From an optimization exercise on the open Yosys and OpenROAD flow, aimed at small area, a short achievable clock period and few clock cycles; shortcuts taken in it are not production practice. At most, simulation tests tie the RTL to the original design; equivalence was not proved. No activity file was given, so power comes from the tool's default toggle rates.

## the reference run
==> flow/design.v (excerpt) <==
module mult_div_unit #(
  parameter int DATA_W    = mult_div_unit_pkg::MD_DATA_W,
  parameter int DIV_STEPS = mult_div_unit_pkg::MD_DIV_STEPS
) (
  input  logic              clk,
  input  logic              rst,
  input  logic              flush,
  input  logic              en,
  input  logic [5:0]        funct,
  input  logic [DATA_W-1:0] operand_1,
  input  logic [DATA_W-1:0] operand_2,
  output logic              busy,
  output logic [DATA_W-1:0] hi,
  output logic [DATA_W-1:0] lo,
  output logic              done
);
==> flow/config.mk <==
export PLATFORM = sky130hd
export DESIGN_NAME = mult_div_unit
export DESIGN_NICKNAME = mult_div_unit
export VERILOG_FILES = /design/flow/design.v
export SDC_FILE = /design/flow/constraint.sdc
export NUM_CORES = 4
export LEC_CHECK = 0
export CAP_MARGIN = 20
export CORE_MARGIN = 2
export CORE_UTILIZATION = 40
export SLEW_MARGIN = 20
==> flow/constraint.sdc <==
create_clock -name core_clock -period 10.0 [get_ports {clk}]
set_input_delay 2.0000 -clock core_clock [delete_from_list [all_inputs] [get_ports {clk}]]
set_output_delay 2.0000 -clock core_clock [all_outputs]
set_load 0.01 [all_outputs]
standard.sh (not shown) runs the stock make flow with config.mk's settings and CLKGATE_MAP_FILE= SYNTH_SCRIPT=/design/flow/synth_recipe.tcl, a recipe that flattens the netlist after the stock synthesis.
==> flow/flow/run.sh <==
#!/bin/bash
# Standard synthesis, then the standard layout with faster port buffers and a tighter
# timing-repair target aimed at the worst paths.
set -euo pipefail
bash standard.sh synth > synth.log 2>&1
bash standard.sh SETUP_SLACK_MARGIN=5.4 TNS_END_PERCENT=10 "BUFFER_PORTS_ARGS=-buffer_cell sky130_fd_sc_hd__buf_2" finish > layout.log 2>&1
The reference run | status: complete | timing, DRC, antenna: pass
Testbench counts of the reference run, summed over its fixed seeds: cycles 31,046.
What the trial run does differently from the reference run at the input level:
diff --git a/flow/design.v b/flow/design.v
--- a/flow/design.v
+++ b/flow/design.v
@@ -134,16 +134,18 @@
   output logic [DATA_W-1:0] hi,
   output logic [DATA_W-1:0] lo,
   output logic              done
 );
   mult_div_unit_pkg::md_state_e state;
   logic        last_q;       
   logic [4:0]  cnt_q;        
   logic [5:0]  sel_q;        
+  logic        neg_a_q;      
+  logic        neg_b_q;
   logic        div_zero_q;
   logic        swap_q;       
   logic [5:0]  clz_a_q;      
   logic [5:0]  clz_b_q;
   logic        corr_a_q;
   logic        corr_b_q;
   logic [31:0] hi_q;
   logic [31:0] lo_q;
@@ -235,22 +237,22 @@
   logic        need_fix;
   logic        a_neg_co, d_neg_co, dsub_co;
   mult_div_unit_add_bk #(32) u_neg_a (.a(~a_q[31:0]), .b(32'd0), .cin(1'b1), .s(a_neg), .cout(a_neg_co));
   mult_div_unit_add_bk #(32) u_neg_d (.a(~acc_q[63:32]), .b(32'd0), .cin(1'b1), .s(d_neg), .cout(d_neg_co));
   mult_div_unit_add_bk #(33) u_sub (.a({1'b0, a_q[31:0]}), .b({1'b1, ~acc_q[63:32]}), .cin(1'b1), .s(dsub), .cout(dsub_co));
   always_comb begin
     shamt     = {2'b00, clz_b_q} - {2'b00, clz_a_q} + {7'd0, corr_a_q} - {7'd0, corr_b_q};
     sh        = shamt[7] ? 5'd0 : shamt[4:0];
-    a_abs     = op1_x[32] ? a_neg : a_q[31:0];
-    d_abs     = op2_x[32] ? d_neg : acc_q[63:32];
+    a_abs     = neg_a_q ? a_neg : a_q[31:0];
+    d_abs     = neg_b_q ? d_neg : acc_q[63:32];
     qbit      = !dsub[32];
     rem_next  = qbit ? dsub[31:0] : a_q[31:0];
     quot_next = {acc_q[30:0], qbit};
-    need_fix  = op1_x[32] || op2_x[32];
+    need_fix  = neg_a_q || neg_b_q;
   end
   always_ff @(posedge clk) begin
     if (rst || flush) begin
       state  <= mult_div_unit_pkg::MD_IDLE;
       last_q <= 1'b0;
     end else begin
       case (state)
         mult_div_unit_pkg::MD_IDLE: begin
@@ -282,24 +284,25 @@
   always_ff @(posedge clk) begin
     case (state)
       mult_div_unit_pkg::MD_IDLE: begin
         a_q        <= swap ? op2_x : op1_x;
         swap_q     <= swap;
         acc_q      <= {is_mul ? 32'd0 : operand_2, 32'd0};
         cnt_q      <= k_init;
         sel_q      <= sel_init;
+        neg_a_q    <= op1_x[32];
+        neg_b_q    <= op2_x[32];
         div_zero_q <= op2_zero;
         clz_a_q    <= clz_y1;
         clz_b_q    <= clz_y2;
         corr_a_q   <= corr1;
         corr_b_q   <= corr2;
       end
       mult_div_unit_pkg::MD_MUL: begin
-        a_q   <= swap_q ? op2_x : op1_x;
         acc_q <= acc_next;
         cnt_q <= cnt_dec;
         sel_q <= sel_next;
       end
       mult_div_unit_pkg::MD_NORM: begin
         a_q   <= {1'b0, a_abs};
         acc_q <= {d_abs << sh, 32'd0};
         cnt_q <= sh;
@@ -331,18 +334,18 @@
         end
         mult_div_unit_pkg::MD_DIV: begin
           if (last_q) begin
             hi_q <= rem_next;
             lo_q <= quot_next;
           end
         end
         mult_div_unit_pkg::MD_FIX: begin
-          hi_q <= op1_x[32] ? a_neg : a_q[31:0];
-          lo_q <= (op1_x[32] ^ op2_x[32]) ? d_neg : acc_q[63:32];
+          hi_q <= neg_a_q ? a_neg : a_q[31:0];
+          lo_q <= (neg_a_q ^ neg_b_q) ? d_neg : acc_q[63:32];
         end
         default: ;
       endcase
     end
   end
   assign busy = mult_div_unit_pkg::md_is_long_op(funct) && !last_q;
   assign done = last_q && !flush;
   assign hi   = hi_q;
==> notes.md <==
Post-place setup slack: the trial run vs the reference run up 0.25 ns. Summary of the comparison: fmax is lower in the trial run, relative to the reference run. Count of buffer and inverter cells on the critical path: the trial run vs the reference run down 1. Sequential cell count: the trial run vs the reference run up 1.0%. Detailed placer's ending HPWL ends up lower on the trial run. The reference run -> the trial run: via count decreased slightly. Compared with the reference run, in the trial run non-filler instance count after layout fell 51; instance area at placement grew by 1.1%; global-route usage has decreased; count of multi-input combinational gates decreased by 2.9% relative to the old numbers; met2 demand-to-capacity share in global routing has decreased.
Testbench counts of the trial run, summed over its fixed seeds: cycles 31,046.

* * *

Another version of the RTL of mult_div_unit (not shown whole).
Size in the first run: roughly 3400 cells after synthesis, about 190 flip-flops, roughly 25000 um2 of cells after synthesis.
export LEC_CHECK = 0
export CAP_MARGIN = 20
export CORE_MARGIN = 2
export CORE_UTILIZATION = 40
export SLEW_MARGIN = 20
create_clock -name core_clock -period 10.0 [get_ports {clk}]
Scripts as last shown in full above: flow/flow/run.sh
Edit:
--- a/flow/design.v
+++ b/flow/design.v
@@ -131,22 +131,24 @@
   input  logic [DATA_W-1:0] operand_1,
   input  logic [DATA_W-1:0] operand_2,
   output logic              busy,
   output logic [DATA_W-1:0] hi,
   output logic [DATA_W-1:0] lo,
   output logic              done
 );
   mult_div_unit_pkg::md_state_e state;
   logic        last_q;       
   logic [4:0]  cnt_q;        
   logic [5:0]  sel_q;        
+  logic        neg_a_q;      
+  logic        neg_b_q;
   logic        div_zero_q;
   logic        swap_q;       
   logic [5:0]  clz_a_q;      
   logic [5:0]  clz_b_q;
   logic        corr_a_q;
   logic        corr_b_q;
   logic [31:0] hi_q;
   logic [31:0] lo_q;
   logic [32:0] a_q;          
   logic [63:0] acc_q;        
   logic        start, is_mul, is_signed;
@@ -232,28 +234,28 @@
   logic [32:0] dsub;
   logic        qbit;
   logic [31:0] rem_next, quot_next;
   logic        need_fix;
   logic        a_neg_co, d_neg_co, dsub_co;
   mult_div_unit_add_bk #(32) u_neg_a (.a(~a_q[31:0]), .b(32'd0), .cin(1'b1), .s(a_neg), .cout(a_neg_co));
   mult_div_unit_add_bk #(32) u_neg_d (.a(~acc_q[63:32]), .b(32'd0), .cin(1'b1), .s(d_neg), .cout(d_neg_co));
   mult_div_unit_add_bk #(33) u_sub (.a({1'b0, a_q[31:0]}), .b({1'b1, ~acc_q[63:32]}), .cin(1'b1), .s(dsub), .cout(dsub_co));
   always_comb begin
     shamt     = {2'b00, clz_b_q} - {2'b00, clz_a_q} + {7'd0, corr_a_q} - {7'd0, corr_b_q};
     sh        = shamt[7] ? 5'd0 : shamt[4:0];
-    a_abs     = op1_x[32] ? a_neg : a_q[31:0];
-    d_abs     = op2_x[32] ? d_neg : acc_q[63:32];
+    a_abs     = neg_a_q ? a_neg : a_q[31:0];
+    d_abs     = neg_b_q ? d_neg : acc_q[63:32];
     qbit      = !dsub[32];
     rem_next  = qbit ? dsub[31:0] : a_q[31:0];
     quot_next = {acc_q[30:0], qbit};
-    need_fix  = op1_x[32] || op2_x[32];
+    need_fix  = neg_a_q || neg_b_q;
   end
   always_ff @(posedge clk) begin
     if (rst || flush) begin
       state  <= mult_div_unit_pkg::MD_IDLE;
       last_q <= 1'b0;
     end else begin
       case (state)
         mult_div_unit_pkg::MD_IDLE: begin
           if (start) begin
             last_q <= is_mul ? (k_init == 5'd0) : op2_zero;
             state  <= is_mul ? mult_div_unit_pkg::MD_MUL : mult_div_unit_pkg::MD_NORM;
@@ -272,53 +274,53 @@
           if (cnt_q == 5'd0) state <= last_q ? mult_div_unit_pkg::MD_IDLE : mult_div_unit_pkg::MD_FIX;
         end
         mult_div_unit_pkg::MD_FIX: begin
           last_q <= 1'b0;
           state  <= mult_div_unit_pkg::MD_IDLE;
         end
         default: state <= mult_div_unit_pkg::MD_IDLE;
       endcase
     end
   end
   always_ff @(posedge clk) begin
-    swap_q     <= swap;
-    div_zero_q <= op2_zero;
-    clz_a_q    <= clz_y1;
-    clz_b_q    <= clz_y2;
-    corr_a_q   <= corr1;
-    corr_b_q   <= corr2;
     case (state)
       mult_div_unit_pkg::MD_IDLE: begin
         a_q        <= swap ? op2_x : op1_x;
+        swap_q     <= swap;
         acc_q      <= {is_mul ? 32'd0 : operand_2, 32'd0};
         cnt_q      <= k_init;
         sel_q      <= sel_init;
+        neg_a_q    <= op1_x[32];
+        neg_b_q    <= op2_x[32];
+        div_zero_q <= op2_zero;
+        clz_a_q    <= clz_y1;
+        clz_b_q    <= clz_y2;
+        corr_a_q   <= corr1;
+        corr_b_q   <= corr2;
       end
       mult_div_unit_pkg::MD_MUL: begin
-        a_q   <= swap_q ? op2_x : op1_x;
         acc_q <= acc_next;
         cnt_q <= cnt_dec;
         sel_q <= sel_next;
       end
       mult_div_unit_pkg::MD_NORM: begin
-        a_q   <= {1'b0, a_abs};
-        acc_q <= {d_abs << sh, 32'd0};
-        cnt_q <= sh;
-        sel_q <= sel_next;
+        a_q          <= {1'b0, a_abs};
+        acc_q[63:32] <= d_abs << sh;
+        cnt_q        <= sh;
       end
-      default: begin
+      mult_div_unit_pkg::MD_DIV: begin
         a_q   <= {1'b0, rem_next};
         acc_q <= {(cnt_q == 5'd0) ? quot_next : {1'b0, acc_q[63:33]}, quot_next};
         cnt_q <= cnt_dec;
-        sel_q <= sel_next;
       end
+      default: ;
     endcase
   end
   always_ff @(posedge clk) begin
     if (rst) begin
       hi_q <= '0;
       lo_q <= '0;
     end else if (!flush) begin
       case (state)
         mult_div_unit_pkg::MD_IDLE: begin
           if (en && (funct == mult_div_unit_pkg::FUNCT_MTHI)) hi_q <= operand_1;
           if (en && (funct == mult_div_unit_pkg::FUNCT_MTLO)) lo_q <= operand_1;
@@ -328,23 +330,23 @@
             hi_q <= acc_next[63:32];
             lo_q <= acc_next[31:0];
           end
         end
         mult_div_unit_pkg::MD_DIV: begin
           if (last_q) begin
             hi_q <= rem_next;
             lo_q <= quot_next;
           end
         end
         mult_div_unit_pkg::MD_FIX: begin
-          hi_q <= op1_x[32] ? a_neg : a_q[31:0];
-          lo_q <= (op1_x[32] ^ op2_x[32]) ? d_neg : acc_q[63:32];
+          hi_q <= neg_a_q ? a_neg : a_q[31:0];
+          lo_q <= (neg_a_q ^ neg_b_q) ? d_neg : acc_q[63:32];
         end
         default: ;
       endcase
     end
   end
   assign busy = mult_div_unit_pkg::md_is_long_op(funct) && !last_q;
   assign done = last_q && !flush;
   assign hi   = hi_q;
   assign lo   = lo_q;
 endmodule
Setup slack improves by 0.088 ns.
Routed wire length came out higher by a few percent.
Design area grows by a few percent.
Final cell count rose slightly.
Total power came out higher by about a fifth.
Sequential power came out higher by a few percent.
First-iteration DRC count fell by a few percent.
Fmax climbs slightly.
Area after synthesis goes up by a few percent.
Sequential share of layout area grows by 3.3 points.
Non-clock buffer count rose by 76.
Testbench counts after the change, summed over its fixed seeds: cycles 31,046.
For the first run of this note, only the layout was checked, not whether the RTL still works.

* * *

mult_div_unit, a different RTL version from the one above (not shown whole).
Settings: LEC_CHECK=0, CAP_MARGIN=20, CORE_MARGIN=2, CORE_UTILIZATION=40, SLEW_MARGIN=20; clock period 10.0 ns.
Scripts as last shown in full above: flow/flow/run.sh
Edit:
--- a/flow/design.v
+++ b/flow/design.v
@@ -137,19 +137,18 @@
 );
   mult_div_unit_pkg::md_state_e state;
   logic        last_q;       
   logic [4:0]  cnt_q;        
   logic [5:0]  sel_q;        
   logic        neg_a_q;      
   logic        neg_b_q;
   logic        div_zero_q;
   logic        swap_q;       
-  logic        odd_q;        
   logic [5:0]  clz_a_q;      
   logic [5:0]  clz_b_q;
   logic        corr_a_q;
   logic        corr_b_q;
   logic [31:0] hi_q;
   logic [31:0] lo_q;
   logic [32:0] a_q;          
   logic [63:0] acc_q;        
   logic        start, is_mul, is_signed;
@@ -227,40 +226,34 @@
     cnt_dec  = cnt_q - 5'd1;
     win_next = 5'd0;
     for (int j = 0; j < 8; j++) if (cnt_dec[2:0] == 3'(j)) win_next = e_in[4*j +: 5];
   end
   mult_div_unit_booth_dec u_dec_n0 (.w(win_next[2:0]), .sel(sel_next[2:0]));
   mult_div_unit_booth_dec u_dec_n1 (.w(win_next[4:2]), .sel(sel_next[5:3]));
   logic [7:0]  shamt;
   logic [4:0]  sh;
   logic [31:0] a_neg, d_neg, a_abs, d_abs;
-  logic [32:0] dsub1, dsub2;
-  logic        q1, q2;
-  logic [31:0] rem1, rem2, rem_next, quot_next;
+  logic [32:0] dsub;
+  logic        qbit;
+  logic [31:0] rem_next, quot_next;
   logic        need_fix;
-  logic        a_neg_co, d_neg_co, dsub1_co, dsub2_co;
-  logic        single;
+  logic        a_neg_co, d_neg_co, dsub_co;
   mult_div_unit_add_bk #(32) u_neg_a (.a(~a_q[31:0]), .b(32'd0), .cin(1'b1), .s(a_neg), .cout(a_neg_co));
   mult_div_unit_add_bk #(32) u_neg_d (.a(~acc_q[63:32]), .b(32'd0), .cin(1'b1), .s(d_neg), .cout(d_neg_co));
-  mult_div_unit_add_bk #(33) u_sub1 (.a({1'b0, a_q[31:0]}), .b({1'b1, ~acc_q[63:32]}), .cin(1'b1), .s(dsub1), .cout(dsub1_co));
-  mult_div_unit_add_bk #(33) u_sub2 (.a({1'b0, rem1}), .b({2'b11, ~acc_q[63:33]}), .cin(1'b1), .s(dsub2), .cout(dsub2_co));
+  mult_div_unit_add_bk #(33) u_sub (.a({1'b0, a_q[31:0]}), .b({1'b1, ~acc_q[63:32]}), .cin(1'b1), .s(dsub), .cout(dsub_co));
   always_comb begin
     shamt     = {2'b00, clz_b_q} - {2'b00, clz_a_q} + {7'd0, corr_a_q} - {7'd0, corr_b_q};
     sh        = shamt[7] ? 5'd0 : shamt[4:0];
     a_abs     = neg_a_q ? a_neg : a_q[31:0];
     d_abs     = neg_b_q ? d_neg : acc_q[63:32];
-    q1        = !dsub1[32];
-    rem1      = q1 ? dsub1[31:0] : a_q[31:0];
-    q2        = !dsub2[32];
-    rem2      = q2 ? dsub2[31:0] : rem1;
-    single    = odd_q && (cnt_q == 5'd0);
-    rem_next  = single ? rem1 : rem2;
-    quot_next = single ? {acc_q[30:0], q1} : {acc_q[29:0], q1, q2};
+    qbit      = !dsub[32];
+    rem_next  = qbit ? dsub[31:0] : a_q[31:0];
+    quot_next = {acc_q[30:0], qbit};
     need_fix  = neg_a_q || neg_b_q;
   end
   always_ff @(posedge clk) begin
     if (rst || flush) begin
       state  <= mult_div_unit_pkg::MD_IDLE;
       last_q <= 1'b0;
     end else begin
       case (state)
         mult_div_unit_pkg::MD_IDLE: begin
@@ -268,19 +261,19 @@
             last_q <= is_mul ? (k_init == 5'd0) : op2_zero;
             state  <= is_mul ? mult_div_unit_pkg::MD_MUL : mult_div_unit_pkg::MD_NORM;
           end
         end
         mult_div_unit_pkg::MD_MUL: begin
           last_q <= (cnt_q == 5'd1);
           if (last_q) state <= mult_div_unit_pkg::MD_IDLE;
         end
         mult_div_unit_pkg::MD_NORM: begin
-          last_q <= (sh[4:1] == 4'd0) && !need_fix && !div_zero_q;
+          last_q <= (sh == 5'd0) && !need_fix && !div_zero_q;
           state  <= div_zero_q ? mult_div_unit_pkg::MD_IDLE : mult_div_unit_pkg::MD_DIV;
         end
         mult_div_unit_pkg::MD_DIV: begin
           last_q <= ((cnt_q == 5'd1) && !need_fix) || ((cnt_q == 5'd0) && need_fix);
           if (cnt_q == 5'd0) state <= last_q ? mult_div_unit_pkg::MD_IDLE : mult_div_unit_pkg::MD_FIX;
         end
         mult_div_unit_pkg::MD_FIX: begin
           last_q <= 1'b0;
           state  <= mult_div_unit_pkg::MD_IDLE;
@@ -307,24 +300,23 @@
       end
       mult_div_unit_pkg::MD_MUL: begin
         acc_q <= acc_next;
         cnt_q <= cnt_dec;
         sel_q <= sel_next;
       end
       mult_div_unit_pkg::MD_NORM: begin
         a_q          <= {1'b0, a_abs};
         acc_q[63:32] <= d_abs << sh;
-        cnt_q        <= {1'b0, sh[4:1]};
-        odd_q        <= !sh[0];
+        cnt_q        <= sh;
       end
       mult_div_unit_pkg::MD_DIV: begin
         a_q   <= {1'b0, rem_next};
-        acc_q <= {(cnt_q == 5'd0) ? quot_next : {2'b00, acc_q[63:34]}, quot_next};
+        acc_q <= {(cnt_q == 5'd0) ? quot_next : {1'b0, acc_q[63:33]}, quot_next};
         cnt_q <= cnt_dec;
       end
       default: ;
     endcase
   end
   always_ff @(posedge clk) begin
     if (rst) begin
       hi_q <= '0;
       lo_q <= '0;
The new run passed the timing, design-rule and antenna checks.
Cell area goes down by a few percent.
Clock-buffer cell count went up by 4.
Final cell count is lower by a little under a tenth.
Setup slack improved by 1400 ps.
Synthesized cell count is lower by roughly a tenth.
Hold slack loses 4.5 ps.
Sequential share of layout area rises by 0.52 points.
Total power climbs by a few percent.
No run of this note included a check of the RTL's function; only the layout flow was run.

## separate check: timing with driven ports
No port has a modelled driver above. Below, the same layouts with a new extraction and two added sets of constraints.
Step 1 assumes that a clkbuf_16 drives the clock port and a buf_2 every other input.
Step 2, shift: input delay + t, output delay - t, t = (earliest + latest rising clock arrival at the registers) / 2. This alone moves slack from input paths to output paths.
a / b / c = ideal / step 1 / step 2; a / b = the first two.
run | shift t [ns] | setup slack, ns | hold slack, ns
the reference run | 0.589 | 5.213 / 5.234 / 4.658 | 0.497 / 0.497 / 0.497
the trial run | 0.595 | 4.993 / 4.993 / 4.684 | 0.459 / 0.459 / 0.459
the first run of note 2 | 0.591 | 4.987 / 5.027 / 4.436 | 0.491 / 0.491 / 0.491
the second run of note 2 | 0.591 | 5.075 / 5.075 / 4.655 | 0.456 / 0.456 / 0.456
the first run of note 3 | 0.595 | 3.452 / 3.452 / 3.452 | 0.459 / 0.459 / 0.459
the second run of note 3 | 0.599 | 4.868 / 4.902 / 4.312 | 0.455 / 0.455 / 0.455
After both steps every run listed still meets setup and hold. The setup slack of the second run of note 3, which loses most, moves by +0.034 ns with the drivers and by -0.556 ns with both steps.
